Source: an optimization exercise on an open RTL-to-GDS flow (aim: small area, a short achievable clock period and few clock cycles). Production flows keep margins and buffers that such runs may drop. Only simulation tests tie the RTL to the original design; equivalence was not proved. No activity file was given, so power comes from the tool's default toggle rates.

Design force_torque_packet_deframer_core, start of the top module:
module force_torque_packet_deframer_core (
  input  logic                     clk_i,
  input  logic                     rst_ni,
  input  logic                     in_valid_i,
  output logic                     in_stall_o,
  input  logic [BYTE_W-1:0]        rx_byte_i,
  output logic                     out_valid_o,
  input  logic                     out_stall_i,
  output logic signed [PROD_W-1:0] force_x_o,
  output logic signed [PROD_W-1:0] force_y_o,
  output logic signed [PROD_W-1:0] force_z_o,
  output logic signed [PROD_W-1:0] torque_x_o,
  output logic signed [PROD_W-1:0] torque_y_o,
  output logic signed [PROD_W-1:0] torque_z_o,
  output logic [SKIP_W-1:0]        skipped_bytes_o,
  input  logic                     cfg_valid_i,
  output logic                     cfg_ready_o,
  input  logic [CFG_IDX_W-1:0]     cfg_index_i,
  input  logic [GAIN_W-1:0]        cfg_data_i
);
clock: 11.0 ns
lec_check: 0
cap_margin: 20
core_margin: 2
core_utilization: 40
cts_buf_list: sky130_fd_sc_hd__clkbuf_8
slew_margin: 20
standard.sh (not shown) runs the stock make flow with config.mk's settings and CLKGATE_MAP_FILE= SYNTH_SCRIPT=/design/flow/synth_recipe.tcl, a recipe that flattens the netlist after the stock synthesis.
==> flow/flow/run.sh <==
#!/bin/bash
# The standard layout (the standard.sh: ORFS synthesis to finish), with two
# changes to how the layout is made, none to the constraints:
#  - the port buffers are buf_1 cells instead of the delay buffer buffer_ports
#    picks on its own (every port still gets its own buffer);
set -euo pipefail
export BUFFER_PORTS_ARGS="-buffer_cell sky130_fd_sc_hd__buf_1"
export SETUP_SLACK_MARGIN=7.7
bash standard.sh > flow_run.log 2>&1
test -s out/final.def
The first run finished with timing, DRC and antenna clean.
Testbench counts at the start, summed over its fixed seeds: cycles 31,381.
Change:
==> flow/run.sh (new file) <==
#!/bin/bash
# synth_recipe.tcl (not shown) runs the flow's synth.tcl, then flattens the netlist and writes it again
# the make line also repeats each setting of config.mk as NAME=value (left out here)
make -C /OpenROAD-flow-scripts/flow DESIGN_CONFIG=/design/flow/config.mk WORK_HOME=/design/flow/orfs CLKGATE_MAP_FILE= SYNTH_SCRIPT=/design/flow/synth_recipe.tcl finish
CTS_BUF_LIST = default   (was sky130_fd_sc_hd__clkbuf_8)
removed: flow/flow/run.sh
removed: flow/standard.sh
=> The changed run finished with timing, DRC and antenna clean. Cell area shrinks by about 1.5%. Combinational power shrinks by about 20%. Wire length fell by about 6%.

---

force_torque_packet_deframer_core again, from the RTL that the note above started with.
clock: 11.0 ns
lec_check: 0
cap_margin: 20
core_margin: 2
core_utilization: 40
cts_cluster_diameter: 100
cts_cluster_size: 25
slew_margin: 20
==> flow/flow/run.sh <==
#!/bin/bash
# The standard layout (the standard.sh), with these changes to how the
# layout is made, none to the design's registers or the constraints:
#  - after the standard synthesis, polarity.py re-polarises the full adders
#    (a full adder is self-dual) to drop most inverters between them; the
#    registers and all other cells stay as synthesis made them;
#  - the port buffers are buf_1 cells instead of the delay buffer that
#    buffer_ports picks on its own (every port still gets its own buffer);
set -euo pipefail
export BUFFER_PORTS_ARGS="-buffer_cell sky130_fd_sc_hd__buf_1"
export SETUP_SLACK_MARGIN=7.45
RES=orfs/results/${FLOW_PLATFORM}/force_torque_packet_deframer_core/base
bash standard.sh synth > flow_synth.log 2>&1
cp $RES/1_2_yosys.v flow_synth_netlist.v
python3 flow/polarity.py flow_synth_netlist.v $RES/1_2_yosys.v > flow_polarity.log 2>&1
rm -f $RES/1_synth.odb $RES/1_synth.sdc
bash standard.sh > flow_layout.log 2>&1
test -s out/final.def
Other scripts of this flow, unchanged in this note and not shown: flow/flow/polarity.py
The starting point completed without violations.
Testbench counts at the start, summed over its fixed seeds: cycles 31,381.
Rerun with:
Settings changed: CTS_CLUSTER_DIAMETER 100 to default, CTS_CLUSTER_SIZE 25 to default.
What happened: The new run finished with timing, DRC and antenna clean; non-clock buffer count increases by 4; global-route usage increases by 0.42 points; clock-buffer cell count increases by 24; power increases by about 17%; synthesized cell count stays the same; first-iteration DRC count barely changes; via count increases by about 1.4%; hold slack got worse by 14 ps; clock power increases by about 70%; cell count increases by 1.9%; area after synthesis stays the same.

-- afterwards: timing with drivers on the ports --
No port has a modelled driver above. Below, the same layouts with a new extraction and two added sets of constraints. Step 1: set_driving_cell puts a clkbuf_16 on clk_i and a buf_2 on each other input, an assumption about the parent block. Step 2 adds t to the input delays and takes it off the output delays; t is the mean of the earliest and latest rising clock arrival at the registers after step 1. Input paths then give back, and output paths get back, about the clock's delay inside the block. Three values: no drivers, after step 1, after step 2; two values: the first two.
run | t, ns | slack for setup (ns) | latest minus earliest clock arrival (ns)
the first run of note 1 | 0.764 | 7.539 / 7.476 / 7.497 | 0.039 / 0.039
the second run of note 1 | 0.684 | 7.164 / 7.161 / 7.164 | 0.062 / 0.061
the first run of note 2 | 0.680 | 7.526 / 7.526 / 7.492 | 0.036 / 0.036
the second run of note 2 | 0.694 | 7.496 / 7.496 / 7.496 | 0.053 / 0.052
After both steps setup and hold are still met in every run listed. The setup slack of the first run of note 1, which loses most, moves by -0.063 ns with the drivers and by -0.042 ns with both steps.
